This design comes from an exercise in tuning for a short achievable clock period and few clock cycles per item on the open sky130 flow, not from production work. No functional check of the RTL was part of any run shown here. Power figures rest on the tool's default switching activity, not on a simulated workload.

==> flow/design.v <==
`default_nettype none
package spk_out_pkg;
    localparam int FLIT_W      = 59;
    localparam int TYPE_W      = 3;
    localparam int ROUTE_W     = 21;
    localparam int TYPE_MSB    = 58;
    localparam int ROUTE_MSB   = 55;
    localparam int ROUTE_LSB   = 35;
    localparam int NEURON_ID_W = 24;
    localparam int CONT_BIT = 0;
    localparam int DST_ADDR_W = 4;
    localparam int DST_DEPTH  = 16;
    localparam int FIFO_ADDR_W = 1;
    localparam int FIFO_DEPTH  = 2;
    localparam int CREDIT_MAX = 15;
    typedef logic [FLIT_W-1:0]      flit_t;
    typedef logic [TYPE_W-1:0]      flit_type_t;
    typedef logic [ROUTE_W-1:0]     route_t;
    typedef logic [NEURON_ID_W-1:0] neuron_id_t;
    typedef logic [DST_ADDR_W-1:0]  dst_addr_t;
    typedef logic [FIFO_ADDR_W-1:0] fifo_addr_t;
    localparam flit_type_t SPIKE    = 3'b000;
    localparam flit_type_t READ     = 3'b111;
endpackage
`default_nettype wire
`timescale 1ns/1ns
`default_nettype none
import spk_out_pkg::*;
module dst_ram (
    input  wire                    clk,
    input  wire                    rst_n,
    input  wire                    wr_en,
    input  spk_out_pkg::dst_addr_t wr_addr,
    input  spk_out_pkg::route_t    wr_data,
    input  wire                    rd_en,
    input  spk_out_pkg::dst_addr_t rd_addr,
    output spk_out_pkg::route_t    rd_data,
    input  wire                    walk_step,
    input  wire                    walk_busy,
    output spk_out_pkg::route_t    walk_route
);
    spk_out_pkg::route_t  mem  [0:DST_DEPTH-1];
    spk_out_pkg::route_t  succ [0:DST_DEPTH-1];    
    logic [DST_DEPTH-1:0] last;        
    logic [DST_DEPTH-1:0] last_q;
    logic [DST_DEPTH-1:0] at;          
    logic [DST_DEPTH-1:0] at_nxt;
    spk_out_pkg::route_t  after;
    always_ff @(posedge clk) begin
        if (wr_en) begin
            mem[wr_addr] <= wr_data;
        end
    end
    always_ff @(posedge clk) begin
        if (rd_en) begin
            rd_data <= mem[rd_addr];
        end
    end
    always_comb begin
        for (int i = 0; i < DST_DEPTH; i++) begin
            last[i] = !mem[i][CONT_BIT];
            for (int j = 0; j < i; j++) begin
                if (!mem[j][CONT_BIT]) last[i] = 1'b0;
            end
        end
    end
    always_ff @(posedge clk) begin
        last_q <= last;
        for (int i = 0; i < DST_DEPTH; i++) begin
            succ[i] <= last[i] ? mem[0] : mem[(i + 1) % DST_DEPTH];
        end
    end
    always_comb begin
        after = '0;
        for (int i = 0; i < DST_DEPTH; i++) begin
            after = after | (succ[i] & {ROUTE_W{at[i]}});
        end
    end
    always_comb begin
        at_nxt[0] = |(at & last_q) || (at[DST_DEPTH-1] && !last_q[DST_DEPTH-1]);
        for (int i = 1; i < DST_DEPTH; i++) begin
            at_nxt[i] = at[i-1] && !last_q[i-1];
        end
    end
    always_ff @(posedge clk or negedge rst_n) begin
        if (!rst_n) begin
            at <= {{(DST_DEPTH-1){1'b0}}, 1'b1};
        end else if (walk_step) begin
            at <= at_nxt;
        end else if (!walk_busy) begin
            at <= {{(DST_DEPTH-1){1'b0}}, 1'b1};
        end
    end
    always_ff @(posedge clk) begin
        if (walk_step) begin
            walk_route <= after;
        end else if (!walk_busy) begin
            walk_route <= mem[0];
        end
    end
endmodule
`default_nettype wire
`timescale 1ns/1ns
`default_nettype none
import spk_out_pkg::*;
module data_fifo (
    input  wire                 clk,
    input  wire                 rst_n,
    input  wire                 wr_en,
    input  wire  [FLIT_W:0]     din,
    input  wire                 pop,
    output logic                head_v,
    output logic [FLIT_W:0]     head,
    output logic                full
);
    logic [FLIT_W:0]          mem [0:FIFO_DEPTH-1];
    logic [FIFO_DEPTH-1:0]    wr_sel;      
    logic [FIFO_DEPTH-1:0]    rd_sel;      
    logic [FIFO_ADDR_W:0]     count;       
    logic                     nonempty;    
    logic                     take;
    logic                     rd_adv;
    logic [FLIT_W:0]          rd_data;
    logic [FIFO_ADDR_W:0]     count_nxt;
    assign take   = !head_v || pop;
    assign rd_adv = take && (nonempty || wr_en);
    always_comb begin
        rd_data = '0;
        for (int i = 0; i < FIFO_DEPTH; i++) begin
            rd_data = rd_data | (mem[i] & {(FLIT_W+1){rd_sel[i]}});
        end
    end
    always_ff @(posedge clk) begin
        for (int i = 0; i < FIFO_DEPTH; i++) begin
            if (wr_en && wr_sel[i]) begin
                mem[i] <= din;
            end
        end
    end
    always_ff @(posedge clk) begin
        if (take) begin
            head <= nonempty ? rd_data : din;
        end
    end
    always_comb begin
        count_nxt = count;
        if (wr_en && !take) begin
            count_nxt = count + 1'b1;
        end else if (!wr_en && take && nonempty) begin
            count_nxt = count - 1'b1;
        end
    end
    always_ff @(posedge clk or negedge rst_n) begin
        if (!rst_n) begin
            head_v   <= 1'b0;
            wr_sel   <= {{(FIFO_DEPTH-1){1'b0}}, 1'b1};
            rd_sel   <= {{(FIFO_DEPTH-1){1'b0}}, 1'b1};
            count    <= '0;
            nonempty <= 1'b0;
            full     <= 1'b0;
        end else begin
            if (take) begin
                head_v <= nonempty || wr_en;
            end
            if (wr_en) begin
                wr_sel <= {wr_sel[FIFO_DEPTH-2:0], wr_sel[FIFO_DEPTH-1]};
            end
            if (rd_adv) begin
                rd_sel <= {rd_sel[FIFO_DEPTH-2:0], rd_sel[FIFO_DEPTH-1]};
            end
            count    <= count_nxt;
            nonempty <= (count_nxt != '0);
            full     <= ({1'b0, count} + head_v + !full) > FIFO_DEPTH;
        end
    end
endmodule
`default_nettype wire
`timescale 1ns/1ns
`default_nettype none
import spk_out_pkg::*;
module spike_ingress (
    input  wire                     clk,
    input  wire                     rst_n,
    input  wire                     soma_fire,
    input  spk_out_pkg::neuron_id_t neuron_id,
    input  wire                     config_we,
    input  spk_out_pkg::flit_t      config_flit,
    output logic                    config_full,
    input  wire                     pop,
    output logic                    head_v,
    output logic                    head_rd,
    output spk_out_pkg::flit_t      head
);
    logic  push;
    logic  push_rd;
    spk_out_pkg::flit_t push_data;
    assign push      = soma_fire || config_we;
    assign push_data = soma_fire ? {SPIKE, 21'b0, 11'b0, neuron_id} : config_flit;
    assign push_rd   = !soma_fire && (config_flit[TYPE_MSB:ROUTE_MSB+1] == READ);
    data_fifo i_data_fifo (
        .clk         (clk),
        .rst_n       (rst_n),
        .wr_en       (push),
        .din         ({push_rd, push_data}),
        .pop         (pop),
        .head_v      (head_v),
        .head        ({head_rd, head}),
        .full        (config_full)
    );
endmodule
`default_nettype wire
`timescale 1ns/1ns
`default_nettype none
import spk_out_pkg::*;
module flit_sender (
    input  wire                     clk,
    input  wire                     rst_n,
    output logic                    pop,
    input  wire                     head_v,
    input  wire                     head_rd,
    input  spk_out_pkg::flit_t      head,
    input  wire                     credit_in,
    output logic                    flit_out_wr,
    output spk_out_pkg::flit_t      flit_out,
    input  wire                     dst_we,
    input  spk_out_pkg::dst_addr_t  dst_waddr,
    input  spk_out_pkg::route_t     dst_wdata,
    input  wire                     dst_re,
    input  spk_out_pkg::dst_addr_t  dst_raddr,
    output spk_out_pkg::route_t     dst_rdata
);
    logic                    credit_q;
    logic [CREDIT_MAX-1:0]   left;
    logic                    can_send;
    logic                    more;        
    logic                    adv;
    logic                    pass_rd;
    logic                    step;
    spk_out_pkg::route_t     walk_route;
    assign can_send = left[0] || credit_q;
    assign adv      = can_send && (more || head_v);
    assign pop      = can_send && !more && head_v;
    assign pass_rd  = pop && head_rd;
    assign step     = adv && !pass_rd;
    always_ff @(posedge clk or negedge rst_n) begin
        if (!rst_n) begin
            credit_q    <= 1'b0;
            left        <= '1;
            flit_out_wr <= 1'b0;
            more        <= 1'b0;
        end else begin
            credit_q    <= credit_in;
            flit_out_wr <= adv;
            case ({adv, credit_q})
                2'b01:   left <= {left[CREDIT_MAX-2:0], 1'b1};
                2'b10:   left <= {1'b0, left[CREDIT_MAX-1:1]};
                default: left <= left;
            endcase
            if (adv) begin
                more <= !pass_rd && walk_route[CONT_BIT];
            end
        end
    end
    always_ff @(posedge clk) begin
        if (!more) begin
            flit_out[TYPE_MSB:ROUTE_MSB+1] <= head[TYPE_MSB:ROUTE_MSB+1];
            flit_out[ROUTE_LSB-1:0]        <= head[ROUTE_LSB-1:0];
        end
        flit_out[ROUTE_MSB:ROUTE_LSB] <= (!more && head_rd) ? head[ROUTE_MSB:ROUTE_LSB] : walk_route;
    end
    dst_ram i_dst_ram (
        .clk        (clk),
        .rst_n      (rst_n),
        .wr_en      (dst_we),
        .wr_addr    (dst_waddr),
        .wr_data    (dst_wdata),
        .rd_en      (dst_re),
        .rd_addr    (dst_raddr),
        .rd_data    (dst_rdata),
        .walk_step  (step),
        .walk_busy  (more),
        .walk_route (walk_route)
    );
endmodule
`default_nettype wire
`timescale 1ns/1ns
`default_nettype none
import spk_out_pkg::*;
module spk_out (
    input  wire                     clk,
    input  wire                     rst_n,
    input  wire                     soma_fire,
    input  spk_out_pkg::neuron_id_t neuron_id,
    input  wire                     config_we,
    input  spk_out_pkg::flit_t      config_flit,
    output logic                    config_full,
    input  wire                     credit_in,
    output logic                    flit_out_wr,
    output spk_out_pkg::flit_t      flit_out,
    input  wire                     dst_we,
    input  spk_out_pkg::dst_addr_t  dst_waddr,
    input  spk_out_pkg::route_t     dst_wdata,
    input  wire                     dst_re,
    input  spk_out_pkg::dst_addr_t  dst_raddr,
    output spk_out_pkg::route_t     dst_rdata
);
    logic               pop;
    logic               head_v;
    logic               head_rd;
    spk_out_pkg::flit_t head;
    spike_ingress i_spike_ingress (
        .clk         (clk),
        .rst_n       (rst_n),
        .soma_fire   (soma_fire),
        .neuron_id   (neuron_id),
        .config_we   (config_we),
        .config_flit (config_flit),
        .config_full (config_full),
        .pop         (pop),
        .head_v      (head_v),
        .head_rd     (head_rd),
        .head        (head)
    );
    flit_sender i_flit_sender (
        .clk         (clk),
        .rst_n       (rst_n),
        .pop         (pop),
        .head_v      (head_v),
        .head_rd     (head_rd),
        .head        (head),
        .credit_in   (credit_in),
        .flit_out_wr (flit_out_wr),
        .flit_out    (flit_out),
        .dst_we      (dst_we),
        .dst_waddr   (dst_waddr),
        .dst_wdata   (dst_wdata),
        .dst_re      (dst_re),
        .dst_raddr   (dst_raddr),
        .dst_rdata   (dst_rdata)
    );
endmodule
`default_nettype wire
==> flow/run.sh <==
#!/bin/bash
# synth_recipe.tcl (not shown) runs the flow's synth.tcl, then flattens the netlist and writes it again
# the make line also repeats each setting of config.mk as NAME=value (left out here)
make -C /OpenROAD-flow-scripts/flow DESIGN_CONFIG=/design/flow/config.mk WORK_HOME=/design/flow/orfs CLKGATE_MAP_FILE= SYNTH_SCRIPT=/design/flow/synth_recipe.tcl finish
==> flow/config.mk <==
export PLATFORM = sky130hd
export DESIGN_NAME = spk_out
export DESIGN_NICKNAME = spk_out
export VERILOG_FILES = /design/flow/design.v
export SDC_FILE = /design/flow/constraint.sdc
export NUM_CORES = 4
export LEC_CHECK = 0
export ABC_CLOCK_PERIOD_IN_PS = 1200
export CAP_MARGIN = 20
export CORE_MARGIN = 2
export CORE_UTILIZATION = 60
export SETUP_SLACK_MARGIN = 3.0
export SLEW_MARGIN = 20
==> flow/constraint.sdc <==
create_clock -name core_clock -period 4.0 [get_ports {clk}]
set_input_delay 0.8000 -clock core_clock [delete_from_list [all_inputs] [get_ports {clk}]]
set_output_delay 0.8000 -clock core_clock [all_outputs]
set_load 0.01 [all_outputs]
==> key figures, run 1 <==
Logic synthesis
  – Ranking of synthesized cells by instance count: 596 x sky130_fd_sc_hd__edfxtp_1, 372 x sky130_fd_sc_hd__dfxtp_1, 329 x sky130_fd_sc_hd__mux2_2, 116 x sky130_fd_sc_hd__clkbuf_1, 109 x sky130_fd_sc_hd__a22oi_1
  – Biggest area contributors in the synthesized netlist: sky130_fd_sc_hd__edfxtp_1 47%, sky130_fd_sc_hd__dfxtp_1 20%, sky130_fd_sc_hd__mux2_2 9.8%
  – Cell with the most instances after synthesis: sky130_fd_sc_hd__edfxtp_1
  – Flip-flop and latch count after synthesis: 1,011
  – Area share of the leading cell type in the synthesized netlist: 47.42%
  – Biggest area consumer among synthesized cells: sky130_fd_sc_hd__edfxtp_1
  – Most used flip-flop cell after synthesis: sky130_fd_sc_hd__edfxtp_1
  – Total nets after synthesis: 2,452
  – Mapped Cells: 2,329
  – Avg Cell Area, Syn: 16.21 µm²
  – Synthesis warning total: 5
  – Share of async-settable or async-resettable flops after synthesis: 4.253%
  – Yosys cell types: 49
  – Proportion of synthesized chip area in sequential cells: 70.06%
  – Combined area of all synthesized cells: 0.03774 mm²
  – Number of synthesized flops with an enable pin: 596

Placement
  – Placed instance count: 3,274
  – Post-Place Worst Slack: 1.001 ns
  – Cell area reported after detailed placement: 0.04278 mm²
  – Total of buffers placed on input and output ports: 200
  – DP Wirelength: 61.39 mm
  – Global placement routability congestion: 0.8483

Clocking
  – Clock Tree Buf Depth: 3
  – Master cell of the clock root buffer: sky130_fd_sc_hd__clkbuf_16
  – Number of hold buffers added after CTS: 0
  – Number of buffers added by the clock tree synthesis step: 99
  – Total number of H-tree levels: 3
  – Clock sink count: 1,011

Outcome
  – Run status: did not finish
  – First error: [ERROR GRT-0232] Routing congestion too high. Check the congestion heatmap in the GUI.
  – Stopped at: 5_1_grt

Floorplan
  – Number of primary I/O pins: 201
  – Starting density of the core: 60.94%
  – Height of the die: 254.8 µm
  – Number of rows created at floorplan: 91
  – Horizontal die dimension: 254.8 µm

GRT
  – Maximum number of pins on one net before global-route repair: 44
  – Total GRT Usage: 73.57%
  – Global route overflow: 5
  – Antenna violations before repair: 27

STA
  – Worst endpoint type: top-level output
  – Pin ending the worst setup path after global-route repair: dst_rdata[0]
layer usage:
layer | GRT overflow | GRT usage, %
met4 | 1 | 75.92
met3 | 0 | 57.57
met2 | 4 | 90.22
met1 | 0 | 73.08
met5 | 0 | 25.19
power by group through the flow:
stage | sequential [mW] | clock [mW] | combinational [mW]
after floorplan | 13.1 | 0 | 2.87
after global placement | 13.5 | 0 | 4.37
after detailed placement | 13.5 | 0 | 4.43
after CTS | 13.0 | 9.57 | 8.68
logic make-up after synthesis:
| group | synth area share, % |
|---|---|
| muxes | 15.89 |
| buffers and inverters | 1.903 |
| adders and majority gates | 0.1525 |
| DFF | 70.06 |
| AOI/OAI and AO/OA | 7.989 |
| and+or+nand+nor | 4.008 |
repair_timing:
action	in CTS
cloned	114
setup endpoints to repair	1646
setup buffers	343
pin swaps	175
resized for setup	1248
how the worst max path moves through the flow:
stage | from | endpoint | slack (ns)
after detailed placement | dst_waddr[1] | i_flit_sender.i_dst_ram.mem[15][5] | 1.00
after floorplan | dst_waddr[2] | i_flit_sender.i_dst_ram.mem[0][0] | 1.75
after global placement | dst_waddr[1] | i_flit_sender.i_dst_ram.mem[15][4] | 1.07
after CTS | i_flit_sender.i_dst_ram.rd_data[0] | dst_rdata[0] | 1.89
==> run 2: changes to the inputs <==
==> flow/config.mk (replaced) <==
export PLATFORM = sky130hd
export DESIGN_NAME = spk_out
export DESIGN_NICKNAME = spk_out
export VERILOG_FILES = /design/flow/design.v
export SDC_FILE = /design/flow/constraint.sdc
export NUM_CORES = 4
export LEC_CHECK = 0
export ABC_CLOCK_PERIOD_IN_PS = 1500
export CAP_MARGIN = 20
export CORE_MARGIN = 2
export CORE_UTILIZATION = 40
export SETUP_SLACK_MARGIN = 2.5
export SLEW_MARGIN = 20
==> run 2 against run 1 <==
The run now finishes clean. Area after synthesis unchanged. Synthesized cell count unchanged.
==> key figures, run 2 <==
Outcome
  – Run status: timing/DRC/antenna clean

Worst setup path
  – Buffering stage count on the worst path with inverters included: 4
  – Most frequent cell on the critical path: sky130_fd_sc_hd__buf_6
  – Endpoint type of the worst setup path: register
  – Largest delay contributor family on the critical path: buffers and inverters
  – Data arrival, critical path: 2.78 ns
  – Worst-path cell with the longest stage delay: sky130_fd_sc_hd__edfxtp_1
  – Largest driver fanout on the critical path: 7
  – Critical path startpoint category: register
  – Critical Path Start: i_flit_sender.i_dst_ram.mem[4][0]
  – Critical path required time: 4.56 ns
  – Cell-by-cell trace of the critical path: and3_4 -> nand4_1 -> buf_6 -> buf_6 -> nor3_4 -> buf_6 -> buf_16 -> mux2_4
  – Origin of the critical flop-to-flop path: i_flit_sender.i_dst_ram.mem[4][0]
  – CP Class: reg -> reg
  – Longest individual stage delay on the worst path: 0.43 ns

Cells and area
  – Synthesis-to-finish area growth: 40.16%
  – Fill cell instance count of the final layout: 7,002
  – Final standard cell utilization of the core: 56.60%
  – Top flop regs: i_flit_sender.i_dst_ram.mem: 336 flops, i_flit_sender.i_dst_ram.succ: 336 flops, i_spike_ingress.i_data_fifo.mem: 120 flops
  – Share of post-route cells with drive strength above 1: 48.21%
  – Most common cell after layout, fill and taps aside: sky130_fd_sc_hd__edfxtp_1
  – Total non-filler cell area in the finished layout: 0.05290 mm²
  – Commonest cells after routing, fill and taps aside: 596 x sky130_fd_sc_hd__edfxtp_1, 351 x sky130_fd_sc_hd__dfxtp_1, 297 x sky130_fd_sc_hd__mux2_4
  – Net count, final: 3,031

Logic synthesis
  – Most used flip-flop cell after synthesis: sky130_fd_sc_hd__edfxtp_1
  – Area share of the leading cell type in the synthesized netlist: 47.42%
  – Proportion of synthesized chip area in sequential cells: 70.06%
  – Ranking of synthesized cells by instance count: 596 x sky130_fd_sc_hd__edfxtp_1, 372 x sky130_fd_sc_hd__dfxtp_1, 329 x sky130_fd_sc_hd__mux2_2, 116 x sky130_fd_sc_hd__clkbuf_1, 109 x sky130_fd_sc_hd__a22oi_1
  – Share of async-settable or async-resettable flops after synthesis: 4.253%
  – Avg Cell Area, Syn: 16.21 µm²
  – Yosys cell types: 49
  – Synthesis warning total: 5
  – Biggest area contributors in the synthesized netlist: sky130_fd_sc_hd__edfxtp_1 47%, sky130_fd_sc_hd__dfxtp_1 20%, sky130_fd_sc_hd__mux2_2 9.8%
  – Combined area of all synthesized cells: 0.03774 mm²
  – Number of synthesized flops with an enable pin: 596
  – Total nets after synthesis: 2,452
  – Mapped Cells: 2,329
  – Cell with the most instances after synthesis: sky130_fd_sc_hd__edfxtp_1
  – Flip-flop and latch count after synthesis: 1,011
  – Biggest area consumer among synthesized cells: sky130_fd_sc_hd__edfxtp_1

STA
  – Highest attainable clock frequency: 0.4508 GHz
  – Fin crit period: 2.218 ns
  – Setup repair after global routing missed its margin: yes
  – Total count of hold-check failures in the final report: 0
  – Post-route clock skew: 0.04761 ns
  – Slew headroom: 32.08%
  – Final critical-path share of the clock period: 55.45%
  – Setup violators final: 0
  – Max-slew violations: 0
  – Worst Max-Slew Pin Slew: 1.019 ns
  – Final total negative setup slack: 0 ns

Placement
  – Global placement routability congestion: 0.8744
  – Total of buffers placed on input and output ports: 200
  – DP Wirelength: 68.93 mm
  – Cell area reported after detailed placement: 0.04270 mm²

GRT
  – Wire length of the first global-routing pass: 187.0 mm
  – Antenna violations before repair: 11
  – Total GRT Usage: 27.07%
  – Via count of the first global-routing pass: 25,065
  – Global route overflow: 0
  – Maximum number of pins on one net before global-route repair: 80

Floorplan
  – Starting density of the core: 40.38%
  – Number of primary I/O pins: 201
  – Number of rows created at floorplan: 112
  – Area of the die: 0.09683 mm²
  – Horizontal die dimension: 311.2 µm
  – Std-Cell Core Area: 0.09347 mm²
  – Height of the die: 311.2 µm

Clocking
  – Later-pin clock latency in the skew report: 0.70 ns
  – Total number of H-tree levels: 3
  – Number of buffers added by the clock tree synthesis step: 100
  – Master cell of the clock root buffer: sky130_fd_sc_hd__clkbuf_16
  – CTS tree: built
  – Clock Pin Slew Worst Setup and Hold Paths: 0.07 ns
  – Clock Tree Buf Depth: 3
  – Clock sink count: 1,011

Worst hold path
  – Worst hold-check path type: in -> async

Route
  – Number of violations reported at the end of detailed-routing iteration 0: 3,487
  – Remaining DRCs: 0
  – Antenna Violating Nets Remaining: 0
  – Total via count in the routed design: 25,106
  – Drt pass-1 iters: 6
  – Average wire length per cell after detail routing: 32.32 µm
  – Detail-routed via count per cell: 5.905
  – Total detailed-routing wirelength: 137.4 mm

Flow run
  – Count of maximum capacitance violations: 0

Pwr
  – Power density relative to cell area: 569.8 mW/mm²
  – Standby leakage power: 19.94 nW
  – Worst vdd ir: 0.3994 mV
## run 2: timing repair
action                                   CTS  global route
resized for setup                        930           219
pin swaps                                 80            88
gates cloned                              52            10
hold buffers                               0             0
endpoints found under the setup margin  1192           606
buffers inserted                         236            55
## run 2: final timing paths
| path | to | slack (ns) | cells after the start |
|---|---|---|---|
| max | i_flit_sender.i_dst_ram.succ[11][12] | 1.78 | 8 |
| min | i_flit_sender.flit_out_wr | 0.13 | 1 |
| max reg2reg | i_flit_sender.i_dst_ram.succ[11][12] | 1.78 | 8 |
| min reg2reg | i_flit_sender.flit_out[26] | 0.42 | 0 |
| max in group asynchronous | i_spike_ingress.i_data_fifo.rd_sel[1] | 3.41 | 1 |
| min in group core_clock | i_flit_sender.flit_out[26] | 0.42 | 0 |
## run 2: cell type report
type                            count  area [µm²]  share of cell area (%)
Tap cell                         1254        1569                   2.966
Antenna cell                        3       7.507                 0.01419
Inverter                           14       66.31                  0.1254
Multi-Input combinational cell   1156       13680                   25.86
Clock buffer                      134        2816                   5.324
Sequential cell                  1011       26540                   50.18
Clock inverter                     55       447.9                  0.8467
Timing Repair Buffer              625        7769                   14.69
## run 2: metal layers
metal / vias to the layer above / GRT usage [%] / routed length, µm
met2: 1640 / 42.92 / 63570
met3: 349 / 7.038 / 14840
met5: - / 0 / 71
met1: 12803 / 35.60 / 52440
met4: 10 / 10.57 / 6512
li1: 10304 / - / -
## run 2: power by group
part / internal [mW] / switching (mW) / total (mW)
combinational: 3.65 / 4.07 / 7.73
sequential: 12.5 / 0.563 / 13.0
clock: 5.34 / 4.04 / 9.38
## run 2: through the flow
step	worst slack (ns)	power, mW	hold slack, ns	cells
global placement	1.067	17.88	0.4012	3707
CTS	1.829	29.35	0.3054	4184
detailed placement	1.034	17.94	0.4045	3707
finish	1.782	30.14	0.1320	4252
global route	1.790	31.03	0.1547	4249
floorplan	1.752	15.74	0.3706	2329
## run 2: logic make-up (layout without fill, tap and decap cells)
family          count (synthesis)  after routing  synth area share (%)
compound gates                405            405                 7.989
fa+ha+maj                       4              4                0.1525
buf+inv                       177            828                 1.903
flops                        1011           1011                 70.06
mux                           444            444                 15.89
other cells                     0              3                     0
simple gates                  288            303                 4.008
==> run 3: changes to the inputs <==
--- a/flow/design.v
+++ b/flow/design.v
@@ -32,7 +32,6 @@
     input  wire                    wr_en,
     input  spk_out_pkg::dst_addr_t wr_addr,
     input  spk_out_pkg::route_t    wr_data,
-    input  wire                    rd_en,
     input  spk_out_pkg::dst_addr_t rd_addr,
     output spk_out_pkg::route_t    rd_data,
     input  wire                    walk_step,
@@ -52,9 +51,7 @@
         end
     end
     always_ff @(posedge clk) begin
-        if (rd_en) begin
-            rd_data <= mem[rd_addr];
-        end
+        rd_data <= mem[rd_addr];
     end
     always_comb begin
         for (int i = 0; i < DST_DEPTH; i++) begin
@@ -67,7 +64,7 @@
     always_ff @(posedge clk) begin
         last_q <= last;
         for (int i = 0; i < DST_DEPTH; i++) begin
-            succ[i] <= last[i] ? mem[0] : mem[(i + 1) % DST_DEPTH];
+            succ[i] <= last_q[i] ? mem[0] : mem[(i + 1) % DST_DEPTH];
         end
     end
     always_comb begin
@@ -109,8 +106,8 @@
     input  wire                 wr_en,
     input  wire  [FLIT_W:0]     din,
     input  wire                 pop,
-    output logic                head_v,
-    output logic [FLIT_W:0]     head,
+    output logic                out_v,
+    output logic [FLIT_W:0]     out_data,
     output logic                full
 );
     logic [FLIT_W:0]          mem [0:FIFO_DEPTH-1];
@@ -122,6 +119,10 @@
     logic                     rd_adv;
     logic [FLIT_W:0]          rd_data;
     logic [FIFO_ADDR_W:0]     count_nxt;
+    logic                     head_v;
+    logic [FLIT_W:0]          head;
+    assign out_v    = head_v || wr_en;
+    assign out_data = head_v ? head : din;
     assign take   = !head_v || pop;
     assign rd_adv = take && (nonempty || wr_en);
     always_comb begin
@@ -160,7 +161,7 @@
             full     <= 1'b0;
         end else begin
             if (take) begin
-                head_v <= nonempty || wr_en;
+                head_v <= (nonempty || wr_en) && (head_v || !pop);
             end
             if (wr_en) begin
                 wr_sel <= {wr_sel[FIFO_DEPTH-2:0], wr_sel[FIFO_DEPTH-1]};
@@ -203,8 +204,8 @@
         .wr_en       (push),
         .din         ({push_rd, push_data}),
         .pop         (pop),
-        .head_v      (head_v),
-        .head        ({head_rd, head}),
+        .out_v       (head_v),
+        .out_data    ({head_rd, head}),
         .full        (config_full)
     );
 endmodule
@@ -231,25 +232,31 @@
 );
     logic                    credit_q;
     logic [CREDIT_MAX-1:0]   left;
+    logic                    dst_we_q;
+    logic                    settle;      
     logic                    can_send;
     logic                    more;        
     logic                    adv;
-    logic                    pass_rd;
+    logic                    last_copy;
     logic                    step;
     spk_out_pkg::route_t     walk_route;
-    assign can_send = left[0] || credit_q;
-    assign adv      = can_send && (more || head_v);
-    assign pop      = can_send && !more && head_v;
-    assign pass_rd  = pop && head_rd;
-    assign step     = adv && !pass_rd;
+    assign can_send  = (left[0] || credit_q) && !settle;
+    assign adv       = can_send && head_v;
+    assign last_copy = head_rd || !walk_route[CONT_BIT];
+    assign pop       = adv && last_copy;
+    assign step      = adv && !head_rd;
     always_ff @(posedge clk or negedge rst_n) begin
         if (!rst_n) begin
             credit_q    <= 1'b0;
             left        <= '1;
+            dst_we_q    <= 1'b0;
+            settle      <= 1'b0;
             flit_out_wr <= 1'b0;
             more        <= 1'b0;
         end else begin
             credit_q    <= credit_in;
+            dst_we_q    <= dst_we;
+            settle      <= dst_we || dst_we_q;
             flit_out_wr <= adv;
             case ({adv, credit_q})
                 2'b01:   left <= {left[CREDIT_MAX-2:0], 1'b1};
@@ -257,16 +264,14 @@
                 default: left <= left;
             endcase
             if (adv) begin
-                more <= !pass_rd && walk_route[CONT_BIT];
+                more <= !last_copy;
             end
         end
     end
     always_ff @(posedge clk) begin
-        if (!more) begin
-            flit_out[TYPE_MSB:ROUTE_MSB+1] <= head[TYPE_MSB:ROUTE_MSB+1];
-            flit_out[ROUTE_LSB-1:0]        <= head[ROUTE_LSB-1:0];
-        end
-        flit_out[ROUTE_MSB:ROUTE_LSB] <= (!more && head_rd) ? head[ROUTE_MSB:ROUTE_LSB] : walk_route;
+        flit_out[TYPE_MSB:ROUTE_MSB+1] <= head[TYPE_MSB:ROUTE_MSB+1];
+        flit_out[ROUTE_LSB-1:0]        <= head[ROUTE_LSB-1:0];
+        flit_out[ROUTE_MSB:ROUTE_LSB]  <= head_rd ? head[ROUTE_MSB:ROUTE_LSB] : walk_route;
     end
     dst_ram i_dst_ram (
         .clk        (clk),
@@ -274,7 +279,6 @@
         .wr_en      (dst_we),
         .wr_addr    (dst_waddr),
         .wr_data    (dst_wdata),
-        .rd_en      (dst_re),
         .rd_addr    (dst_raddr),
         .rd_data    (dst_rdata),
         .walk_step  (step),
==> run 3 against run 2 <==
Via count shrank 3.2%. Final cell count shrank 2.8%. Combinational power shrank 66%. Sequential share of layout area grew 3.3 points. Clock-buffer cell count grew 4. Clock skew shrank 0.026 ns. Setup slack gained 0.11 ns. Non-clock buffer count shrank 179. Largest cell class unchanged.
==> key figures, run 3 <==
Outcome
  – Run status: timing/DRC/antenna clean

Logic synthesis
  – Area share of the leading cell type in the synthesized netlist: 42.64%
  – Avg Cell Area, Syn: 15.75 µm²
  – Synthesis warning total: 5
  – Biggest area consumer among synthesized cells: sky130_fd_sc_hd__edfxtp_1
  – Ranking of synthesized cells by instance count: 537 x sky130_fd_sc_hd__edfxtp_1, 431 x sky130_fd_sc_hd__dfxtp_1, 396 x sky130_fd_sc_hd__mux2_2, 121 x sky130_fd_sc_hd__clkbuf_1, 109 x sky130_fd_sc_hd__a22oi_1
  – Yosys cell types: 46
  – Number of synthesized flops with an enable pin: 537
  – Share of async-settable or async-resettable flops after synthesis: 4.442%
  – Proportion of synthesized chip area in sequential cells: 68.50%
  – Mapped Cells: 2,401
  – Cell with the most instances after synthesis: sky130_fd_sc_hd__edfxtp_1
  – Combined area of all synthesized cells: 0.03781 mm²
  – Most used flip-flop cell after synthesis: sky130_fd_sc_hd__edfxtp_1
  – Biggest area contributors in the synthesized netlist: sky130_fd_sc_hd__edfxtp_1 43%, sky130_fd_sc_hd__dfxtp_1 23%, sky130_fd_sc_hd__mux2_2 12%
  – Total nets after synthesis: 2,524
  – Flip-flop and latch count after synthesis: 1,013

Cells and area
  – Synthesis-to-finish area growth: 29.01%
  – Commonest cells after routing, fill and taps aside: 537 x sky130_fd_sc_hd__edfxtp_1, 364 x sky130_fd_sc_hd__dfxtp_1, 346 x sky130_fd_sc_hd__mux2_2
  – Share of post-route cells with drive strength above 1: 41.25%
  – Post-route insts no fill: 4,135
  – Net count, final: 2,915
  – Top flop regs: i_flit_sender.i_dst_ram.mem: 336 flops, i_flit_sender.i_dst_ram.succ: 336 flops, i_spike_ingress.i_data_fifo.mem: 120 flops
  – Most common cell after layout, fill and taps aside: sky130_fd_sc_hd__edfxtp_1

STA
  – Fin crit period: 2.105 ns
  – Worst hold-check slack: 0.2102 ns
  – Final critical-path share of the clock period: 52.62%
  – Setup repair after global routing missed its margin: yes
  – Max-slew violations: 0
  – Final total negative setup slack: 0 ns
  – Setup violators final: 0
  – Worst Max-Slew Pin Slew: 1.034 ns
  – Total count of hold-check failures in the final report: 0
  – Post-route clock skew: 0.02186 ns
  – Highest attainable clock frequency: 0.4751 GHz
  – Slew headroom: 31.06%

Route
  – Detail-routed via count per cell: 5.875
  – Total detailed-routing wirelength: 129.2 mm
  – Antenna Violating Nets Remaining: 0
  – Drt pass-1 iters: 5
  – Number of violations reported at the end of detailed-routing iteration 0: 2,895
  – Remaining DRCs: 0
  – Average wire length per cell after detail routing: 31.26 µm
  – Total via count in the routed design: 24,293

Pwr
  – Standby leakage power: 17.41 nW
  – Worst vdd ir: 0.3431 mV
  – Power, Total: 24.74 mW
  – Power density relative to cell area: 507.2 mW/mm²

Worst setup path
  – Origin of the critical flop-to-flop path: i_spike_ingress.i_data_fifo.head_v
  – Endpoint type of the worst setup path: register
  – FF-to-FF setup slack: 1.93 ns
  – Critical path startpoint category: input pin
  – Largest driver fanout on the critical path: 5
  – CP Class: in -> reg
  – Critical path required time: 4.41 ns
  – R2r endpoint: i_flit_sender.i_dst_ram.walk_route[16]
  – Data arrival, critical path: 2.52 ns
  – Depth of the worst register-to-register path: 5
  – Critical Path Start: soma_fire

Clocking
  – Clock Tree Buf Depth: 3
  – Number of buffers added by the clock tree synthesis step: 103
  – Clock Pin Slew Worst Setup and Hold Paths: 0.06 ns
  – Total number of H-tree levels: 3
  – Number of hold buffers added after CTS: 0
  – Clock sink count: 1,013
  – CTS tree: built
  – Master cell of the clock root buffer: sky130_fd_sc_hd__clkbuf_16
  – Later-pin clock latency in the skew report: 0.67 ns

GRT
  – Global route overflow: 0
  – Antenna violations before repair: 8
  – Total GRT Usage: 25.73%
  – Via count of the first global-routing pass: 24,085
  – Maximum number of pins on one net before global-route repair: 62
  – Wire length of the first global-routing pass: 179.3 mm

Floorplan
  – Height of the die: 311.5 µm
  – Std-Cell Core Area: 0.09347 mm²
  – Number of rows created at floorplan: 112
  – Number of primary I/O pins: 201
  – Area of the die: 0.09701 mm²
  – Horizontal die dimension: 311.5 µm
  – Starting density of the core: 40.46%

Placement
  – Total of buffers placed on input and output ports: 199
  – Global placement routability congestion: 0.7959
  – Placed instance count: 3,750
  – DP Wirelength: 64.38 mm

Flow run
  – Count of maximum capacitance violations: 0

Worst hold path
  – Worst hold-check path type: in -> async
==> run 3: cell count changes after synthesis, moves of 22 or more <==
cell,delta
sky130_fd_sc_hd__dfxtp_1,+59
sky130_fd_sc_hd__mux2i_1,+39
sky130_fd_sc_hd__buf_2,-22
sky130_fd_sc_hd__edfxtp_1,-59
sky130_fd_sc_hd__buf_1,+22
sky130_fd_sc_hd__mux2_2,+67
sky130_fd_sc_hd__nor2_1,+22
==> run 3: where the power goes <==
| group | total [mW] | switching [mW] | internal [mW] |
|---|---|---|---|
| Combinational | 2.60 | 1.33 | 1.27 |
| Sequential | 12.0 | 0.363 | 11.6 |
| Clock | 10.2 | 4.14 | 6.03 |
| Total | 24.7 | 5.83 | 18.9 |
==> run 3: routing by layer <==
| metal | global-route usage (%) | share of wire (%) | wire length, µm | vias to the layer above |
|---|---|---|---|---|
| met5 | 0 | 0.066 | 85 | - |
| met1 | 35.58 | 40 | 52140 | 12472 |
| li1 | - | - | - | 10114 |
| met4 | 9.080 | 4.1 | 5294 | 12 |
| met3 | 5.723 | 9.8 | 12620 | 319 |
| met2 | 39.89 | 46 | 59110 | 1376 |
==> run 3: worst max-delay path, cell delays in order <==
cell,delay [ns]
sky130_fd_sc_hd__buf_4,0.15
sky130_fd_sc_hd__and4b_4,0.24
sky130_fd_sc_hd__mux2_4,0.30
sky130_fd_sc_hd__or4_4,0.52
sky130_fd_sc_hd__buf_12,0.20
sky130_fd_sc_hd__mux2_4,0.30
==> run 3: through the flow <==
| step | util (%) | area, µm² | setup WS [ns] |
|---|---|---|---|
| after floorplan | - | 38710 | 0.8294 |
| after global placement | 44.79 | 41870 | 0.7351 |
| after detailed placement | 44.79 | 41870 | 0.7120 |
| after CTS | 51.21 | 47870 | 1.917 |
| after global routing | 52.19 | 48780 | 1.912 |
| final | 52.19 | 48780 | 1.895 |
==> run 3: layout make-up <==
type | instances | area (µm²)
well taps | 1254 | 1569
multi-input cells | 1219 | 12040
repair buffers | 446 | 5459
clock inverters | 55 | 621.8
diodes | 1 | 2.502
inverters | 9 | 36.28
clock buffers | 138 | 2982
flip-flops and latches | 1013 | 26070
fillers | 7506 | 44690
==> run 3: cell families (layout without fill, tap and decap cells) <==
kind of cell / count (synthesis) / after routing / share of synthesized area [%]
flip-flops: 1013 / 1013 / 68.50
multiplexers: 536 / 536 / 18.33
AO/OA/AOI/OAI: 385 / 385 / 7.528
AND/OR/NAND/NOR: 282 / 290 / 3.567
buffers and inverters: 177 / 648 / 1.827
adder cells (fa/ha/maj): 5 / 5 / 0.1787
XOR/XNOR: 3 / 3 / 0.06950
other: 0 / 1 / 0
==> run 3: worst max path at each step <==
| stage | slack [ns] | depth (start not counted) | endpoint |
|---|---|---|---|
| after floorplan | 0.83 | 4 | i_spike_ingress.i_data_fifo.rd_sel[1] |
| after global placement | 0.74 | 5 | i_flit_sender.i_dst_ram.walk_route[10] |
| after detailed placement | 0.71 | 5 | i_flit_sender.i_dst_ram.walk_route[16] |
| after CTS | 1.92 | 1 | config_full |
| after global routing | 1.91 | 5 | i_flit_sender.i_dst_ram.walk_route[6] |
| final | 1.90 | 6 | i_flit_sender.i_dst_ram.walk_route[16] |
==> run 3: repair_timing <==
item	in CTS	in global routing
buffers inserted	110	38
pin swaps	21	13
endpoints found under the setup margin	1019	576
gates resized for setup	641	70
cloned	30	13
==> run 4: changes to the inputs <==
--- a/flow/config.mk
+++ b/flow/config.mk
@@ -8,6 +8,7 @@
 export ABC_CLOCK_PERIOD_IN_PS = 1500
 export CAP_MARGIN = 20
 export CORE_MARGIN = 2
-export CORE_UTILIZATION = 40
+export CORE_UTILIZATION = 50
+export CTS_CLUSTER_SIZE = 40
 export SETUP_SLACK_MARGIN = 2.5
 export SLEW_MARGIN = 20
==> run 4 against run 3 <==
Core utilization is 12 points higher. Clock-buffer cell count is 13 higher. Highest routed layer is now met4. Flip-flop and latch count stayed put. Cell area is 1.7% lower. Hold slack worse by 0.051 ns. Area after synthesis stayed put. Global-route usage is 5.5 points higher. Clock power is 6% lower. Register-to-register slack worse by 0.14 ns. Via count is 2.0% lower.
==> key figures, run 4 <==
Outcome
  – Run status: timing/DRC/antenna clean

Logic synthesis
  – Synthesis warning total: 5
  – Proportion of synthesized chip area in sequential cells: 68.50%
  – Ranking of synthesized cells by instance count: 537 x sky130_fd_sc_hd__edfxtp_1, 431 x sky130_fd_sc_hd__dfxtp_1, 396 x sky130_fd_sc_hd__mux2_2, 121 x sky130_fd_sc_hd__clkbuf_1, 109 x sky130_fd_sc_hd__a22oi_1
  – Share of async-settable or async-resettable flops after synthesis: 4.442%
  – Combined area of all synthesized cells: 0.03781 mm²
  – Number of synthesized flops with an enable pin: 537
  – Most used flip-flop cell after synthesis: sky130_fd_sc_hd__edfxtp_1
  – Yosys cell types: 46
  – Mapped Cells: 2,401
  – Flip-flop and latch count after synthesis: 1,013
  – Area share of the leading cell type in the synthesized netlist: 42.64%
  – Cell with the most instances after synthesis: sky130_fd_sc_hd__edfxtp_1
  – Total nets after synthesis: 2,524
  – Biggest area consumer among synthesized cells: sky130_fd_sc_hd__edfxtp_1
  – Biggest area contributors in the synthesized netlist: sky130_fd_sc_hd__edfxtp_1 43%, sky130_fd_sc_hd__dfxtp_1 23%, sky130_fd_sc_hd__mux2_2 12%
  – Avg Cell Area, Syn: 15.75 µm²

STA
  – Setup repair after global routing missed its margin: yes
  – Final critical-path share of the clock period: 55.34%
  – Total count of hold-check failures in the final report: 0
  – Setup violators final: 0
  – Post-route clock skew: 0.02726 ns
  – Highest attainable clock frequency: 0.4518 GHz
  – Final worst-path setup slack: 1.786 ns
  – Slew headroom: 32.26%
  – Final total negative setup slack: 0 ns
  – Fin crit period: 2.214 ns
  – Max-slew violations: 0
  – Worst hold-check slack: 0.1594 ns
  – Worst Max-Slew Pin Slew: 1.016 ns

GRT
  – Via count of the first global-routing pass: 23,896
  – Global route overflow: 0
  – Antenna violations before repair: 2
  – Total GRT Usage: 31.25%
  – Maximum number of pins on one net before global-route repair: 46
  – Wire length of the first global-routing pass: 172.6 mm

Placement
  – Cell area reported after detailed placement: 0.04152 mm²
  – Total of buffers placed on input and output ports: 199
  – Global placement routability congestion: 0.8119
  – DP Wirelength: 63.00 mm
  – Post-Place Worst Slack: 0.7294 ns

Pwr
  – Switching power total: 5.702 mW
  – Sw Ratio: 23.60%
  – Power share of the clock group: 39.7%
  – Internal power: 18.46 mW
  – Sequential fraction of design power: 49.6%
  – Standby leakage power: 17.10 nW
  – Power density relative to cell area: 504.0 mW/mm²
  – Part of the total power dissipated in combinational logic: 10.7%
  – Worst vdd ir: 0.3260 mV
  – Power, Total: 24.16 mW

Cells and area
  – Total non-filler cell area in the finished layout: 0.04794 mm²
  – Commonest cells after routing, fill and taps aside: 537 x sky130_fd_sc_hd__edfxtp_1, 374 x sky130_fd_sc_hd__dfxtp_1, 347 x sky130_fd_sc_hd__mux2_2
  – Net count, final: 2,888
  – Combined flip-flop and latch cell area: 0.02606 mm²
  – Most common cell after layout, fill and taps aside: sky130_fd_sc_hd__edfxtp_1
  – Share of post-route cells with drive strength above 1: 40.70%
  – Top flop regs: i_flit_sender.i_dst_ram.mem: 336 flops, i_flit_sender.i_dst_ram.succ: 336 flops, i_spike_ingress.i_data_fifo.mem: 120 flops
  – Synthesis-to-finish area growth: 26.77%
  – Fill cell instance count of the final layout: 5,333
  – Area occupied by multi-input gates: 0.01216 mm²

Clocking
  – Clock Tree Buf Depth: 3
  – Later-pin clock latency in the skew report: 0.66 ns
  – Number of hold buffers added after CTS: 0
  – Clock sink count: 1,013
  – Total number of H-tree levels: 3
  – CTS tree: built
  – Clock Pin Slew Worst Setup and Hold Paths: 0.06 ns
  – Master cell of the clock root buffer: sky130_fd_sc_hd__clkbuf_16
  – Number of buffers added by the clock tree synthesis step: 103

Floorplan
  – Std-Cell Core Area: 0.07470 mm²
  – Number of rows created at floorplan: 100
  – Number of primary I/O pins: 201
  – Starting density of the core: 50.62%
  – Height of the die: 279.0 µm
  – Area of the die: 0.07784 mm²
  – Horizontal die dimension: 279.0 µm

Worst setup path
  – Origin of the critical flop-to-flop path: i_spike_ingress.i_data_fifo.head_v
  – R2r endpoint: i_flit_sender.i_dst_ram.walk_route[11]
  – Depth of the worst register-to-register path: 5
  – Endpoint type of the worst setup path: register
  – Critical Path End: i_flit_sender.i_dst_ram.walk_route[11]
  – Critical path startpoint category: register
  – Critical path required time: 4.40 ns
  – Critical Path Start: i_spike_ingress.i_data_fifo.head_v
  – Largest driver fanout on the critical path: 5
  – CP Class: reg -> reg
  – Data arrival, critical path: 2.61 ns
  – FF-to-FF setup slack: 1.79 ns

Route
  – Detail-routed via count per cell: 6.225
  – Number of violations reported at the end of detailed-routing iteration 0: 2,806
  – Drt pass-1 iters: 5
  – Total via count in the routed design: 23,815
  – Total detailed-routing wirelength: 124.4 mm
  – Remaining DRCs: 0
  – Average wire length per cell after detail routing: 32.51 µm
  – Antenna Violating Nets Remaining: 0

Worst hold path
  – Worst hold-check path type: in -> async

Flow run
  – Count of maximum capacitance violations: 0
## run 4: cell types whose count changed in the layout (fill, tap and decap cells not counted), moves of 10 or more
cell / change
sky130_fd_sc_hd__buf_4: -27
sky130_fd_sc_hd__a22oi_1: -18
sky130_fd_sc_hd__a22oi_2: +18
sky130_fd_sc_hd__buf_6: -18
sky130_fd_sc_hd__clkbuf_1: +12
sky130_fd_sc_hd__dfxtp_1: +10
## run 4: repair_timing
action                                   CTS  global route
gates cloned                              31             7
gates resized for setup                  613           104
setup buffers                             82            41
endpoints found under the setup margin  1046           549
pin swaps                                 22            20
## run 4: worst min-delay path by stage
stage,endpoint
6_report,i_flit_sender.credit_q
5_1_grt,i_flit_sender.flit_out_wr
4_1_cts,i_flit_sender.dst_we_q
3_5_place_dp,i_flit_sender.flit_out[57]
3_3_place_gp,i_flit_sender.flit_out[33]
2_1_floorplan,i_flit_sender.i_dst_ram.succ[15][0]
## run 4: area by class of cell
cell class | count | area share [%]
Multi-Input combinational cell | 1222 | 25.37
Clock buffer | 151 | 6.249
Tap cell | 969 | 2.529
Clock inverter | 44 | 0.8039
Sequential cell | 1013 | 54.36
Antenna cell | 2 | 0.01044
Timing Repair Buffer | 416 | 10.60
Inverter | 9 | 0.07308
## run 4: logic make-up after synthesis
family                   synth area share [%]
AO/OA/AOI/OAI                           7.528
adder cells (fa/ha/maj)                0.1787
multiplexers                            18.33
AND/OR/NAND/NOR                         3.567
flip-flops                              68.50
XOR/XNOR                              0.06950
buffers and inverters                   1.827
## run 4: stage by stage
stage | std cells | util [%]
finish | 3826 | 64.18
global route | 3825 | 64.17
CTS | 3776 | 62.85
detailed placement | 3468 | 55.59
global placement | 3468 | 55.59
floorplan | 2401 | -
## run 4: power groups by stage
stage	Clock [mW]	Sequential [mW]	Combinational, mW
detailed placement	0	12.3	1.95
finish	9.59	12.0	2.59
floorplan	0	12.0	1.25
global route	10.1	12.0	2.76
global placement	0	12.2	1.90
CTS	9.68	12.0	2.37
## run 4: worst max-delay path, cell delays in order, from the launching register on
cell and delay (ns):
sky130_fd_sc_hd__dfrtp_2 0.42, sky130_fd_sc_hd__clkinv_2 0.06, sky130_fd_sc_hd__mux2_4 0.32, sky130_fd_sc_hd__or4_4 0.62
sky130_fd_sc_hd__buf_12 0.20, sky130_fd_sc_hd__mux2_4 0.31
## run 4: metal layers
layer	GRT usage (%)	vias to the layer above	part of all wire (%)	wire, µm
met5	0	-	0	0
met4	11.63	0	4.1	5049
met3	5.230	268	8.7	10770
met2	50.98	1210	48	59390
met1	42.30	12276	40	49160
li1	-	10061	-	-
==> run 5: changes to the inputs <==
--- a/flow/design.v
+++ b/flow/design.v
@@ -39,11 +39,11 @@
     output spk_out_pkg::route_t    walk_route
 );
     spk_out_pkg::route_t  mem  [0:DST_DEPTH-1];
-    spk_out_pkg::route_t  succ [0:DST_DEPTH-1];    
     logic [DST_DEPTH-1:0] last;        
     logic [DST_DEPTH-1:0] last_q;
-    logic [DST_DEPTH-1:0] at;          
-    logic [DST_DEPTH-1:0] at_nxt;
+    logic [DST_DEPTH-1:0] nx;          
+    logic [DST_DEPTH-1:0] nx_nxt;
+    logic [DST_DEPTH-1:0] nx_first;
     spk_out_pkg::route_t  after;
     always_ff @(posedge clk) begin
         if (wr_en) begin
@@ -63,29 +63,29 @@
     end
     always_ff @(posedge clk) begin
         last_q <= last;
-        for (int i = 0; i < DST_DEPTH; i++) begin
-            succ[i] <= last_q[i] ? mem[0] : mem[(i + 1) % DST_DEPTH];
-        end
     end
     always_comb begin
         after = '0;
         for (int i = 0; i < DST_DEPTH; i++) begin
-            after = after | (succ[i] & {ROUTE_W{at[i]}});
+            after = after | (mem[i] & {ROUTE_W{nx[i]}});
         end
     end
     always_comb begin
-        at_nxt[0] = |(at & last_q) || (at[DST_DEPTH-1] && !last_q[DST_DEPTH-1]);
+        nx_nxt[0] = |(nx & last_q) || (nx[DST_DEPTH-1] && !last_q[DST_DEPTH-1]);
         for (int i = 1; i < DST_DEPTH; i++) begin
-            at_nxt[i] = at[i-1] && !last_q[i-1];
+            nx_nxt[i] = nx[i-1] && !last_q[i-1];
         end
+        nx_first    = '0;
+        nx_first[0] = last_q[0];
+        nx_first[1] = !last_q[0];
     end
     always_ff @(posedge clk or negedge rst_n) begin
         if (!rst_n) begin
-            at <= {{(DST_DEPTH-1){1'b0}}, 1'b1};
+            nx <= {{(DST_DEPTH-2){1'b0}}, 2'b10};
         end else if (walk_step) begin
-            at <= at_nxt;
+            nx <= nx_nxt;
         end else if (!walk_busy) begin
-            at <= {{(DST_DEPTH-1){1'b0}}, 1'b1};
+            nx <= nx_first;
         end
     end
     always_ff @(posedge clk) begin
--- a/flow/config.mk
+++ b/flow/config.mk
@@ -8,7 +8,6 @@
 export ABC_CLOCK_PERIOD_IN_PS = 1500
 export CAP_MARGIN = 20
 export CORE_MARGIN = 2
-export CORE_UTILIZATION = 50
-export CTS_CLUSTER_SIZE = 40
+export CORE_UTILIZATION = 40
 export SETUP_SLACK_MARGIN = 2.5
 export SLEW_MARGIN = 20
==> run 5 against run 4 <==
Still clean on timing, DRC and antenna. Highest routed layer is now met5. Critical path type unchanged. Die area fell by 9.7%. Global-route usage fell by 6.6 points. Clock-buffer cell count fell by 48. Final cell count fell by 22%.
==> key figures, run 5 <==
Logic synthesis
  – Area share of the leading cell type in the synthesized netlist: 59.12%
  – Number of synthesized flops with an enable pin: 537
  – Cell with the most instances after synthesis: sky130_fd_sc_hd__edfxtp_1
  – Flip-flop and latch count after synthesis: 677
  – Total nets after synthesis: 1,777
  – Biggest area consumer among synthesized cells: sky130_fd_sc_hd__edfxtp_1
  – Combined area of all synthesized cells: 0.02727 mm²
  – Mapped Cells: 1,654
  – Most used flip-flop cell after synthesis: sky130_fd_sc_hd__edfxtp_1
  – Synthesis warning total: 4
  – Biggest area contributors in the synthesized netlist: sky130_fd_sc_hd__edfxtp_1 59%, sky130_fd_sc_hd__mux4_2 8.7%, sky130_fd_sc_hd__dfxtp_1 7.0%
  – Share of async-settable or async-resettable flops after synthesis: 6.647%
  – Avg Cell Area, Syn: 16.49 µm²
  – Proportion of synthesized chip area in sequential cells: 70.31%
  – Yosys cell types: 47
  – Ranking of synthesized cells by instance count: 537 x sky130_fd_sc_hd__edfxtp_1, 127 x sky130_fd_sc_hd__a22oi_1, 105 x sky130_fd_sc_hd__mux4_2, 95 x sky130_fd_sc_hd__dfxtp_1, 92 x sky130_fd_sc_hd__nor2_1

Cells and area
  – Net count, final: 2,191
  – Top reg by flops: i_flit_sender.i_dst_ram.mem
  – Fill cell instance count of the final layout: 5,076
  – Top flop regs: i_flit_sender.i_dst_ram.mem: 336 flops, i_spike_ingress.i_data_fifo.mem: 120 flops, i_spike_ingress.i_data_fifo.head: 60 flops
  – Area occupied by multi-input gates: 0.008566 mm²
  – Final standard cell utilization of the core: 55.69%
  – Combined flip-flop and latch cell area: 0.01931 mm²
  – Most common cell after layout, fill and taps aside: sky130_fd_sc_hd__edfxtp_1
  – Share of post-route cells with drive strength above 1: 39.66%
  – Max FFs per register: 336
  – Commonest cells after routing, fill and taps aside: 537 x sky130_fd_sc_hd__edfxtp_1, 127 x sky130_fd_sc_hd__a22oi_1, 105 x sky130_fd_sc_hd__mux4_2, 105 x sky130_fd_sc_hd__buf_6, 103 x sky130_fd_sc_hd__clkdlybuf4s50_1
  – Synthesis-to-finish area growth: 37.60%

Clocking
  – Total number of H-tree levels: 3
  – Clock sink count: 677
  – Later-pin clock latency in the skew report: 0.62 ns
  – Clock Tree Buf Depth: 3
  – Master cell of the clock root buffer: sky130_fd_sc_hd__clkbuf_16
  – Number of hold buffers added after CTS: 0
  – Number of buffers added by the clock tree synthesis step: 73
  – CTS tree: built
  – Clock Pin Slew Worst Setup and Hold Paths: 0.06 ns

STA
  – Fin crit period: 1.992 ns
  – Max-slew violations: 0
  – Setup repair after global routing missed its margin: yes
  – Final critical-path share of the clock period: 49.80%
  – Final total negative setup slack: 0 ns
  – Highest attainable clock frequency: 0.5020 GHz
  – Total count of hold-check failures in the final report: 0
  – Final worst-path setup slack: 2.008 ns
  – Slew headroom: 36.45%
  – Setup violators final: 0
  – Worst Max-Slew Pin Slew: 0.9533 ns
  – Post-route clock skew: 0.02622 ns

Worst setup path
  – FF-to-FF setup slack: 2.01 ns
  – Endpoint type of the worst setup path: register
  – Origin of the critical flop-to-flop path: i_flit_sender.i_dst_ram.nx[15]
  – Critical path startpoint category: register
  – Critical path required time: 4.37 ns
  – Depth of the worst register-to-register path: 5
  – CP Class: reg -> reg
  – Largest driver fanout on the critical path: 12
  – Data arrival, critical path: 2.37 ns
  – R2r endpoint: i_flit_sender.i_dst_ram.walk_route[14]

GRT
  – Wire length of the first global-routing pass: 125.5 mm
  – Via count of the first global-routing pass: 18,224
  – Maximum number of pins on one net before global-route repair: 60
  – Antenna violations before repair: 7
  – Global route overflow: 0
  – Total GRT Usage: 24.68%

Worst hold path
  – Worst hold-check path type: in -> async

Floorplan
  – Number of primary I/O pins: 201
  – Area of the die: 0.07029 mm²
  – Std-Cell Core Area: 0.06740 mm²
  – Horizontal die dimension: 265.1 µm
  – Number of rows created at floorplan: 95
  – Starting density of the core: 40.47%
  – Height of the die: 265.1 µm

Route
  – Average wire length per cell after detail routing: 30.24 µm
  – Total via count in the routed design: 18,432
  – Detail-routed via count per cell: 6.138
  – Remaining DRCs: 0
  – Number of violations reported at the end of detailed-routing iteration 0: 2,579
  – Drt pass-1 iters: 6
  – Total detailed-routing wirelength: 90.80 mm
  – Antenna Violating Nets Remaining: 0

Outcome
  – Run status: timing/DRC/antenna clean

Placement
  – Total of buffers placed on input and output ports: 199
  – DP Wirelength: 43.06 mm
  – Post-Place Worst Slack: 0.7708 ns
  – Global placement routability congestion: 0.8279

Pwr
  – Standby leakage power: 13.03 nW
  – Worst vdd ir: 0.2698 mV
  – Power density relative to cell area: 489.2 mW/mm²

Flow run
  – Count of maximum capacitance violations: 0
==> run 5: cells by family after synthesis <==
group | synth area share (%)
buffers and inverters | 1.899
DFF | 70.31
muxes | 13.13
AOI/OAI and AO/OA | 9.514
and+or+nand+nor | 4.840
adders and majority gates | 0.2477
xor gates and xnor gates | 0.06423
==> run 5: repair_timing <==
item,CTS,global route
buffers inserted,115,34
endpoints found under the setup margin,824,587
pin swaps,40,26
cloned,39,14
resized for setup,724,158
==> run 5: layout make-up <==
type	count	area share, %
Multi-Input combinational cell	858	22.82
Clock inverter	32	1.150
Tap cell	873	2.910
Inverter	10	0.1100
Clock buffer	103	5.471
Timing Repair Buffer	448	16.07
Antenna cell	2	0.01334
Sequential cell	677	51.45
==> run 5: critical path: stages, from the launching register on <==
cell                       delay, ns
sky130_fd_sc_hd__dfrtp_4        0.52
sky130_fd_sc_hd__buf_6          0.20
sky130_fd_sc_hd__a22o_1         0.22
sky130_fd_sc_hd__a221oi_1       0.31
sky130_fd_sc_hd__nand4_1        0.19
sky130_fd_sc_hd__mux2_4         0.30
==> run 5: through the flow <==
step / instance area (µm²) / cells / hold slack [ns] / power, mW
after floorplan: 27720 / 1654 / 0.4103 / 9.687
after detailed placement: 30610 / 2664 / 0.4167 / 10.62
after CTS: 36250 / 2953 / 0.3079 / 18.11
after global placement: 30610 / 2664 / 0.4203 / 10.56
after global routing: 37520 / 3001 / 0.2225 / 18.91
final: 37530 / 3003 / 0.2035 / 18.36
==> run 5: how the worst max path moves through the flow <==
stage | from | to
after detailed placement | config_flit[56] | i_flit_sender.i_dst_ram.walk_route[4]
after global placement | config_flit[58] | i_flit_sender.i_dst_ram.walk_route[5]
after global routing | i_flit_sender.i_dst_ram.nx[13] | i_flit_sender.i_dst_ram.walk_route[14]
after floorplan | i_flit_sender.credit_q | i_spike_ingress.i_data_fifo.nonempty
after CTS | i_flit_sender.flit_out_wr | flit_out_wr
final | i_flit_sender.i_dst_ram.nx[15] | i_flit_sender.i_dst_ram.walk_route[14]
==> run 5: where the power goes <==
| group | total (mW) | switching (mW) | internal [mW] |
|---|---|---|---|
| Sequential | 8.56 | 0.335 | 8.22 |
| Combinational | 2.78 | 1.37 | 1.41 |
| Clock | 7.02 | 2.83 | 4.19 |
| Total | 18.4 | 4.54 | 13.8 |
==> run 5: routing by layer <==
metal	vias to the layer above	GRT usage, %	part of all wire [%]
li1	7583	-	-
met1	9369	32.14	38
met2	1186	39.83	48
met3	280	6.203	10
met4	14	9.727	4.3
met5	-	0	0.11
==> run 6: changes to the inputs <==
==> flow/config.mk (replaced) <==
export PLATFORM = sky130hd
export DESIGN_NAME = spk_out
export DESIGN_NICKNAME = spk_out
export VERILOG_FILES = /design/flow/design.v
export SDC_FILE = /design/flow/constraint.sdc
export NUM_CORES = 4
export LEC_CHECK = 0
export ABC_CLOCK_PERIOD_IN_PS = 1000
export CAP_MARGIN = 20
export CORE_MARGIN = 2
export CORE_UTILIZATION = 40
export SETUP_SLACK_MARGIN = 3.0
export SLEW_MARGIN = 20
==> run 6 against run 5 <==
Still clean. Global-route usage is 4.4 points higher. Setup slack worse by 0.077 ns. Final cell count is 6.5% higher. Hold slack worse by 0.0064 ns. First-iteration DRC count is 32% higher. Die area stayed put. Non-clock buffer count is 195 higher. Largest cell class unchanged.
==> key figures, run 6 <==
Floorplan
  – Number of primary I/O pins: 201
  – Horizontal die dimension: 265.1 µm
  – Std-Cell Core Area: 0.06740 mm²
  – Height of the die: 265.1 µm
  – Area of the die: 0.07029 mm²
  – Starting density of the core: 40.47%
  – Number of rows created at floorplan: 95

Flow run
  – Count of maximum capacitance violations: 0

Route
  – Average wire length per cell after detail routing: 34.18 µm
  – Total detailed-routing wirelength: 109.3 mm
  – Detail-routed via count per cell: 6.344
  – Number of violations reported at the end of detailed-routing iteration 0: 3,416
  – Total via count in the routed design: 20,287
  – Antenna Violating Nets Remaining: 0
  – Drt pass-1 iters: 5
  – Remaining DRCs: 0

Pwr
  – Switching power total: 5.146 mW
  – Power density relative to cell area: 462.2 mW/mm²
  – Standby leakage power: 15.11 nW
  – Power share of the clock group: 36.3%
  – Worst vdd ir: 0.3587 mV
  – Internal power: 14.42 mW
  – Part of the total power dissipated in combinational logic: 19.6%
  – Sw Ratio: 26.31%
  – Sequential fraction of design power: 44.1%

GRT
  – Antenna violations before repair: 5
  – Maximum number of pins on one net before global-route repair: 46
  – Total GRT Usage: 29.03%
  – Via count of the first global-routing pass: 20,019
  – Global route overflow: 0
  – Wire length of the first global-routing pass: 144.9 mm

STA
  – Highest attainable clock frequency: 0.4833 GHz
  – Fin crit period: 2.069 ns
  – Total count of hold-check failures in the final report: 0
  – Worst Max-Slew Pin Slew: 0.9506 ns
  – Post-route clock skew: 0.02455 ns
  – Final total negative setup slack: 0 ns
  – Worst hold-check slack: 0.1972 ns
  – Setup repair after global routing missed its margin: yes
  – Max-slew violations: 0
  – Final critical-path share of the clock period: 51.73%
  – Setup violators final: 0
  – Slew headroom: 36.62%

Cells and area
  – Antenna diodes: 0
  – Fill cell instance count of the final layout: 4,347
  – Most common cell after layout, fill and taps aside: sky130_fd_sc_hd__edfxtp_1
  – Top reg by flops: i_flit_sender.i_dst_ram.mem
  – Max FFs per register: 336
  – Area occupied by multi-input gates: 0.009679 mm²
  – Share of post-route cells with drive strength above 1: 52.47%
  – Commonest cells after routing, fill and taps aside: 537 x sky130_fd_sc_hd__edfxtp_1, 176 x sky130_fd_sc_hd__buf_6, 117 x sky130_fd_sc_hd__buf_16
  – Combined flip-flop and latch cell area: 0.01931 mm²
  – Synthesis-to-finish area growth: 55.19%
  – Top flop regs: i_flit_sender.i_dst_ram.mem: 336 flops, i_spike_ingress.i_data_fifo.mem: 120 flops, i_spike_ingress.i_data_fifo.head: 60 flops
  – Net count, final: 2,388

Logic synthesis
  – Yosys cell types: 47
  – Xor/xnor cell area share of the yosys netlist: 0.06422%
  – Biggest area contributors in the synthesized netlist: sky130_fd_sc_hd__edfxtp_1 59%, sky130_fd_sc_hd__mux4_2 8.7%, sky130_fd_sc_hd__dfxtp_1 7.0%
  – Number of synthesized flops with an enable pin: 537
  – Total nets after synthesis: 1,777
  – Share of cell area taken by muxes after synthesis: 13.13%
  – Avg Cell Area, Syn: 16.49 µm²
  – Area share of the leading cell type in the synthesized netlist: 59.12%
  – Compound-cell area share of the yosys netlist: 9.514%
  – Most used flip-flop cell after synthesis: sky130_fd_sc_hd__edfxtp_1
  – Ranking of synthesized cells by instance count: 537 x sky130_fd_sc_hd__edfxtp_1, 127 x sky130_fd_sc_hd__a22oi_1, 105 x sky130_fd_sc_hd__mux4_2, 95 x sky130_fd_sc_hd__dfxtp_1, 92 x sky130_fd_sc_hd__nor2_1
  – Biggest area consumer among synthesized cells: sky130_fd_sc_hd__edfxtp_1
  – Flip-flop and latch count after synthesis: 677
  – Area share of fa/ha/maj cells after synthesis: 0.2477%
  – Combined area of all synthesized cells: 0.02727 mm²
  – Dominant combinational cell family by area after synthesis: multiplexers
  – Fraction of the mapped netlist area in simple logic gates: 4.840%
  – Synthesis warning total: 4
  – Cell with the most instances after synthesis: sky130_fd_sc_hd__edfxtp_1
  – Proportion of synthesized chip area in sequential cells: 70.31%
  – Mapped Cells: 1,654
  – Share of async-settable or async-resettable flops after synthesis: 6.647%

Clocking
  – Clock Tree Buf Depth: 3
  – Master cell of the clock root buffer: sky130_fd_sc_hd__clkbuf_16
  – Number of buffers added by the clock tree synthesis step: 73
  – Clock Pin Slew Worst Setup and Hold Paths: 0.07 ns
  – Total number of H-tree levels: 3
  – Number of hold buffers added after CTS: 0
  – CTS tree: built
  – Later-pin clock latency in the skew report: 0.63 ns
  – Clock sink count: 677

Worst setup path
  – FF-to-FF setup slack: 1.93 ns
  – CP Class: reg -> reg
  – Critical path startpoint category: register
  – Critical Path End: i_flit_sender.i_dst_ram.walk_route[9]
  – Critical Path Start: i_flit_sender.i_dst_ram.nx[2]
  – Largest driver fanout on the critical path: 14
  – R2r endpoint: i_flit_sender.i_dst_ram.walk_route[9]
  – Origin of the critical flop-to-flop path: i_flit_sender.i_dst_ram.nx[2]
  – Depth of the worst register-to-register path: 5
  – Endpoint type of the worst setup path: register
  – Critical path required time: 4.37 ns
  – Data arrival, critical path: 2.44 ns

Worst hold path
  – Worst hold-check path type: in -> async

Outcome
  – Run status: timing/DRC/antenna clean

Placement
  – Total of buffers placed on input and output ports: 199
  – DP Wirelength: 43.06 mm
  – Global placement routability congestion: 0.8279
## run 6: cell count changes in the layout (fill, tap and decap cells not counted), sizes merged
cell / delta
clkdlybuf4s50: -26
clkbuf: +5
buf: +199
dlygate4sd2: +13
o2111ai: +1
diode: -2
o21a: +1
dlymetal6s2s: +4
## run 6: worst min-delay path by stage
stage	to	from	cells past startpoint	slack, ns
after global routing	i_spike_ingress.i_data_fifo.nonempty	rst_n	1	0.23
after CTS	i_flit_sender.i_dst_ram.nx[5]	rst_n	1	0.19
final	i_spike_ingress.i_data_fifo.nonempty	rst_n	1	0.20
after global placement	i_flit_sender.settle	i_flit_sender.dst_we_q	1	0.42
after floorplan	i_flit_sender.settle	i_flit_sender.dst_we_q	1	0.41
after detailed placement	i_flit_sender.settle	i_flit_sender.dst_we_q	1	0.42
## run 6: metal layers
| metal | GRT usage [%] | wire [µm] | up-vias |
|---|---|---|---|
| li1 | - | - | 8012 |
| met1 | 35.16 | 36880 | 10207 |
| met2 | 47.86 | 51960 | 1595 |
| met3 | 7.499 | 12390 | 463 |
| met4 | 15.41 | 8001 | 10 |
| met5 | 0 | 64 | - |
## run 6: power by group through the flow
| stage | logic [mW] | registers (mW) | clock network (mW) |
|---|---|---|---|
| 6_report | 3.84 | 8.62 | 7.11 |
| 5_1_grt | 3.96 | 8.64 | 7.43 |
| 4_1_cts | 3.22 | 8.52 | 7.08 |
| 3_5_place_dp | 1.90 | 8.72 | 0 |
| 3_3_place_gp | 1.85 | 8.71 | 0 |
| 2_1_floorplan | 1.14 | 8.55 | 0 |
## run 6: critical path, cell delays in order (launching register included)
cell	delay [ns]
sky130_fd_sc_hd__dfrtp_2	0.41
sky130_fd_sc_hd__buf_4	0.24
sky130_fd_sc_hd__a22o_1	0.25
sky130_fd_sc_hd__a221oi_1	0.43
sky130_fd_sc_hd__nand4_1	0.18
sky130_fd_sc_hd__mux2_4	0.30
## run 6: stage by stage
step / cells / setup slack [ns] / util, % / power (mW) / area, µm²
after detailed placement: 2664 / 0.7708 / 45.42 / 10.62 / 30610
final: 3198 / 1.931 / 62.80 / 19.56 / 42330
after global placement: 2664 / 0.8333 / 45.42 / 10.56 / 30610
after floorplan: 1654 / 1.670 / - / 9.687 / 27720
after CTS: 3105 / 1.998 / 59.57 / 18.82 / 40140
after global routing: 3198 / 1.920 / 62.80 / 20.03 / 42330
## run 6: final cells by class
cell class	count	area share [%]
clock buffer	103	4.851
clock inverter	32	1.020
inverter	10	0.1035
multi-input combinational	860	22.87
sequential	677	45.61
tap	873	2.581
timing repair buffer	643	22.96
## run 6: kinds of logic (layout without fill, tap and decap cells)
family / Yosys count / after routing
compound gates: 362 / 366
simple gates: 270 / 270
mux: 217 / 217
xor+xnor: 2 / 2
buf+inv: 121 / 788
fa+ha+maj: 5 / 5
flops: 677 / 677
## run 6: repair_timing
action,CTS,global route
hold endpoints to repair,0,0
setup endpoints to repair,1316,1077
pin swaps,133,74
setup buffers,203,81
resized for setup,1121,298
gates cloned,103,12

## what the ideal ports hide
How much do the figures lean on ideal ports? The routed layouts below were timed once more, with nothing changed but the port constraints. Step 1 (the two cells are an assumption about what drives the block):
set clk [get_ports {clk}]
set_driving_cell -lib_cell sky130_fd_sc_hd__clkbuf_16 $clk
set_driving_cell -lib_cell sky130_fd_sc_hd__buf_2 [delete_from_list [all_inputs] $clk]
Step 2 times the ports against the registers' clock, not the clock port: input delays grow and output delays shrink by t, the midpoint of the rising clock arrivals with the driver on. a / b / c = ideal ports / drivers / drivers and shift; a / b = the first two.
| run | t, ns | setup WS [ns] | worst setup path at the end |
|---|---|---|---|
| run 2 | 0.738 | 1.782 / 1.749 / 1.498 | input to register |
| run 3 | 0.728 | 1.895 / 1.911 / 1.211 | input to register |
| run 4 | 0.716 | 1.786 / 1.786 / 1.105 | input to register |
| run 5 | 0.676 | 2.008 / 1.974 / 1.385 | input to register |
| run 6 | 0.684 | 1.931 / 1.931 / 1.314 | input to register |
After both steps every run listed still meets setup and hold. For run 3, which loses most, drivers alone change the setup slack by +0.016 ns; drivers and shift together by -0.684 ns.
